What follows belongs to an exercise in optimizing a design on an open flow for small area; a production flow would make more cautious choices.
The RTL was checked by simulation tests, not by an equivalence proof against the original design.
No activity file was given, so power comes from the tool's default toggle rates.

==> flow/design.v <==
package reg_file_sb_pkg;
  localparam int   XLEN_DEF     = 32;
  localparam int   NREG_DEF     = 32;
  localparam int   ZERO_REG     = 0;
  localparam logic RESET_ACTIVE = 1'b1;
  typedef enum logic [1:0] {
    CNT_HOLD,
    CNT_INC,
    CNT_DEC
  } cntOpT;
  function automatic int addrWidth(input int n);
    addrWidth = (n <= 2) ? 1 : $clog2(n);
  endfunction
endpackage
module rf_dec
#(
  parameter int AW       = 5,
  parameter int N        = 32,
  parameter bit USE_EN   = 1'b1,
  parameter bit USE_ALL  = 1'b1,
  parameter bit USE_NONE = 1'b1,
  parameter bit USE_MASK = 1'b0,
  parameter bit INV      = 1'b0
)(
  input  logic          en,
  input  logic          all,
  input  logic          none,
  input  logic [AW-1:0] a,
  input  logic [N-1:0]  maskN,
  output logic [N-1:0]  y
);
  localparam int LW = (AW + 1) / 2;
  localparam int HW = AW - LW;
  logic [(1<<LW)-1:0] lo;
  logic [(1<<HW)-1:0] hi;
  logic               fAll;
  logic               fOn;
  assign fAll = USE_ALL && all;
  assign fOn  = (!USE_EN || en) && !(USE_NONE && none);
  always_comb begin
    for (int i = 0; i < (1<<LW); i++) lo[i] = fAll | (a[LW-1:0] == LW'(i));
    for (int i = 0; i < (1<<HW); i++) hi[i] = fAll | (fOn & (a[AW-1:LW] == HW'(i)));
  end
  assign y[0] = INV;
  for (genvar r = 1; r < N; r++) begin : gRow
    if (INV) begin : gInv
      rf_nand2 u (.a(hi[r >> LW]), .b(lo[r & ((1<<LW)-1)]), .y(y[r]));
    end else if (USE_MASK) begin : gMask
      rf_and3 u (.a(hi[r >> LW]), .b(lo[r & ((1<<LW)-1)]), .c(maskN[r]), .y(y[r]));
    end else begin : gPlain
      rf_and2 u (.a(hi[r >> LW]), .b(lo[r & ((1<<LW)-1)]), .y(y[r]));
    end
  end
endmodule
module rf_and2 (
  input  logic a,
  input  logic b,
  output logic y
);
  assign y = a & b;
endmodule
module rf_and3 (
  input  logic a,
  input  logic b,
  input  logic c,
  output logic y
);
  assign y = a & b & c;
endmodule
module rf_nand2 (
  input  logic a,
  input  logic b,
  output logic y
);
  assign y = ~(a & b);
endmodule
module rf_aoi3 (
  input  logic [2:0] d,
  input  logic [2:0] s,
  output logic       y
);
  assign y = ~|(d & s);
endmodule
module rf_nand4 (
  input  logic [3:0] a,
  output logic       y
);
  assign y = ~&a;
endmodule
module rf_or3 (
  input  logic [2:0] a,
  output logic       y
);
  assign y = |a;
endmodule
module rf_rdbit
#(
  parameter int N = 32
)(
  input  logic [N-1:0] d,
  input  logic [N-1:0] s,
  output logic         y
);
  logic [11:0] n;
  logic [2:0]  m;
  for (genvar g = 0; g < 10; g++) begin : gGrp
    rf_aoi3 u (.d(d[3*g +: 3]), .s(s[3*g +: 3]), .y(n[g]));
  end
  rf_nand2 u30 (.a(d[30]), .b(s[30]), .y(n[10]));
  rf_nand2 u31 (.a(d[31]), .b(s[31]), .y(n[11]));
  rf_nand4 c0 (.a(n[3:0]),  .y(m[0]));
  rf_nand4 c1 (.a(n[7:4]),  .y(m[1]));
  rf_nand4 c2 (.a(n[11:8]), .y(m[2]));
  rf_or3   c3 (.a(m),       .y(y));
endmodule
module reg_file_sb
#(
  parameter int XLEN     = reg_file_sb_pkg::XLEN_DEF,
  parameter int NREG     = reg_file_sb_pkg::NREG_DEF,
  parameter int NRD      = 2,
  parameter int PORT_REG = 31,
  parameter int PORT_W   = 16,
  localparam int AW      = reg_file_sb_pkg::addrWidth(NREG)
)(
  input  logic                clkIn,
  input  logic                resetIn,
  input  logic [NRD*AW-1:0]   rsIn,
  output logic [NRD*XLEN-1:0] DataOut,
  input  logic [AW-1:0]       rdIn,
  input  logic [XLEN-1:0]     DataIn,
  input  logic                WriteIn,
  input  logic                issueIn,
  input  logic [AW-1:0]       issueRdIn,
  output logic [NRD-1:0]      busyOut,
  output logic                stallOut,
  output logic [AW:0]         pendOut,
  output logic [PORT_W-1:0]   portOut
);
  logic            rst;
  logic            rstN;
  logic [NREG-1:0] wen;      
  logic [NREG-1:0] wrDecN;   
  logic [NREG-1:0] isDec;    
  logic [XLEN-1:0] wData;
  logic [XLEN-1:0] regs [1:NREG-1];
  logic [NREG-1:1] busyR;
  logic [NREG-1:0] busy;     
  logic [AW-1:0]   pendCount;
  logic            busyIs;   
  logic            busyWr;   
  logic            sameRow;
  logic            incPend;
  logic            decPend;
  assign rst = (resetIn == reg_file_sb_pkg::RESET_ACTIVE);
  rf_dec #(.AW(AW), .N(NREG), .USE_NONE(1'b0)) wrDecode (
    .en (WriteIn), .all (rst), .none (1'b0), .a (rdIn), .maskN ({NREG{1'b1}}), .y (wen)
  );
  rf_dec #(.AW(AW), .N(NREG), .USE_ALL(1'b0), .USE_NONE(1'b0),
           .INV(1'b1)) wrDecodeR (
    .en (WriteIn), .all (1'b0), .none (1'b0), .a (rdIn), .maskN ({NREG{1'b1}}), .y (wrDecN)
  );
  rf_dec #(.AW(AW), .N(NREG), .USE_ALL(1'b0)) isDecode (
    .en (issueIn), .all (1'b0), .none (rst), .a (issueRdIn), .maskN ({NREG{1'b1}}), .y (isDec)
  );
  assign rstN = ~rst;
  for (genvar b = 0; b < XLEN; b++) begin : gWData
    rf_and2 u (.a(DataIn[b]), .b(rstN), .y(wData[b]));
  end
  for (genvar r = 1; r < NREG; r++) begin : gRow
    always_ff @(posedge clkIn) begin
      if (wen[r]) regs[r] <= wData;
    end
  end
  for (genvar r = 1; r < NREG; r++) begin : gBusy
    always_ff @(posedge clkIn) begin
      busyR[r] <= isDec[r] | (busyR[r] & ~wen[r]);
    end
  end
  assign busy = {busyR, 1'b0};
  rf_rdbit #(.N(NREG)) busyIsRd (.d(busy), .s(isDec), .y(busyIs));
  rf_rdbit #(.N(NREG)) busyWrRd (.d(busy), .s(wen),   .y(busyWr));
  assign sameRow = issueIn && (issueRdIn == rdIn);
  assign incPend = |isDec && !busyIs;
  assign decPend = busyWr && !sameRow;
  always_ff @(posedge clkIn) begin
    if (rst)                      pendCount <= '0;
    else if (incPend && !decPend) pendCount <= pendCount + AW'(1);
    else if (decPend && !incPend) pendCount <= pendCount - AW'(1);
  end
  assign pendOut = {1'b0, pendCount};
  for (genvar p = 0; p < NRD; p++) begin : gRead
    logic [AW-1:0]   rs;
    logic            byp;
    logic [NREG-1:0] sel;
    assign rs  = rsIn[p*AW +: AW];
    assign byp = WriteIn && (rdIn == rs) && (rs != '0);
    rf_dec #(.AW(AW), .N(NREG), .USE_EN(1'b0), .USE_ALL(1'b0), .USE_NONE(1'b0),
             .USE_MASK(1'b1)) rdDecode (
      .en (1'b1), .all (1'b0), .none (1'b0), .a (rs), .maskN (wrDecN), .y (sel)
    );
    for (genvar b = 0; b < XLEN; b++) begin : gBit
      logic [NREG-1:0] col;
      assign col[0] = DataIn[b];
      for (genvar r = 1; r < NREG; r++) begin : gCol
        assign col[r] = regs[r][b];
      end
      rf_rdbit #(.N(NREG)) rd (
        .d (col), .s ({sel[NREG-1:1], byp}), .y (DataOut[p*XLEN + b])
      );
    end
    rf_rdbit #(.N(NREG)) rdBusy (.d(busy), .s(sel), .y(busyOut[p]));
  end
  assign stallOut = |busyOut;
  assign portOut = regs[PORT_REG][PORT_W-1:0];
endmodule
export LEC_CHECK = 0
export CAP_MARGIN = 20
export CORE_MARGIN = 2
export CORE_UTILIZATION = 50
export CTS_CLUSTER_DIAMETER = 150
export CTS_CLUSTER_SIZE = 24
export SETUP_SLACK_MARGIN = 0.1
export SLEW_MARGIN = 20
export SYNTH_HIERARCHICAL = 1
export SYNTH_MINIMUM_KEEP_SIZE = 0
export BUFFER_PORTS_ARGS = -buffer_cell sky130_fd_sc_hd__buf_1
create_clock -name core_clock -period 6.0 [get_ports {clkIn}]
standard.sh (not shown) runs the stock make flow with config.mk's settings and CLKGATE_MAP_FILE= SYNTH_SCRIPT=/design/flow/synth_recipe.tcl, a recipe that flattens the netlist after the stock synthesis.
==> flow/flow/run.sh <==
#!/bin/bash
# Own layout flow: the standard ORFS flow (standard.sh, unchanged
# synthesis) with one setting added to config.mk: port buffers use the
# small sky130_fd_sc_hd__buf_1 instead of the delay cell buffer_ports picks
# by default. Every port still gets a buffer, and the resizer may still
# upsize it. The make run's full output goes to flow_standard.log here.
set -euo pipefail
cat >> config.mk <<'MK'
export BUFFER_PORTS_ARGS = -buffer_cell sky130_fd_sc_hd__buf_1
MK
bash standard.sh finish > flow_standard.log 2>&1
Rerun with:
- CTS_BUF_LIST: default -> sky130_fd_sc_hd__clkbuf_8
- CTS_CLUSTER_DIAMETER: 150 -> 80
- CTS_CLUSTER_SIZE: 24 -> 16
Effect: The new run ran to the end with no violations; worst hold slack is worse by 0.0036 ns; die area is unchanged; power falls by a few percent; cell count rises slightly; final area falls slightly; first-iteration DRC count falls slightly; worst setup slack is better by 0.074 ns; sequential power stays flat; sequential share of layout area rises by 0.25 points; count of clock-buffer cells in the layout rises by 9.

## re-timing with driven ports
Ports are ideal in the flow. The routed layouts listed here were re-timed in OpenROAD. Step 1: set_driving_cell puts a clkbuf_16 on clkIn and a buf_2 on each other input, an assumption about the parent block. Step 2 times the ports against the registers' clock, not the clock port: input delays grow and output delays shrink by t, the midpoint of the rising clock arrivals with the driver on. Slacks: ideal / step 1 / step 2; pairs: ideal / step 1.
run | t, ns | setup WS [ns] | hold slack, ns | cell pins on the clock port's net
the first run | 0.712 | 0.152 / 0.133 / 0.133 | 0.560 / 0.560 / 0.560 | 1
the second run | 0.753 | 0.226 / 0.197 / 0.197 | 0.556 / 0.556 / 0.556 | 1
After both steps setup and hold are still met in every run listed. For the second run, which loses most, drivers alone change the setup slack by -0.029 ns; drivers and shift together by -0.029 ns.
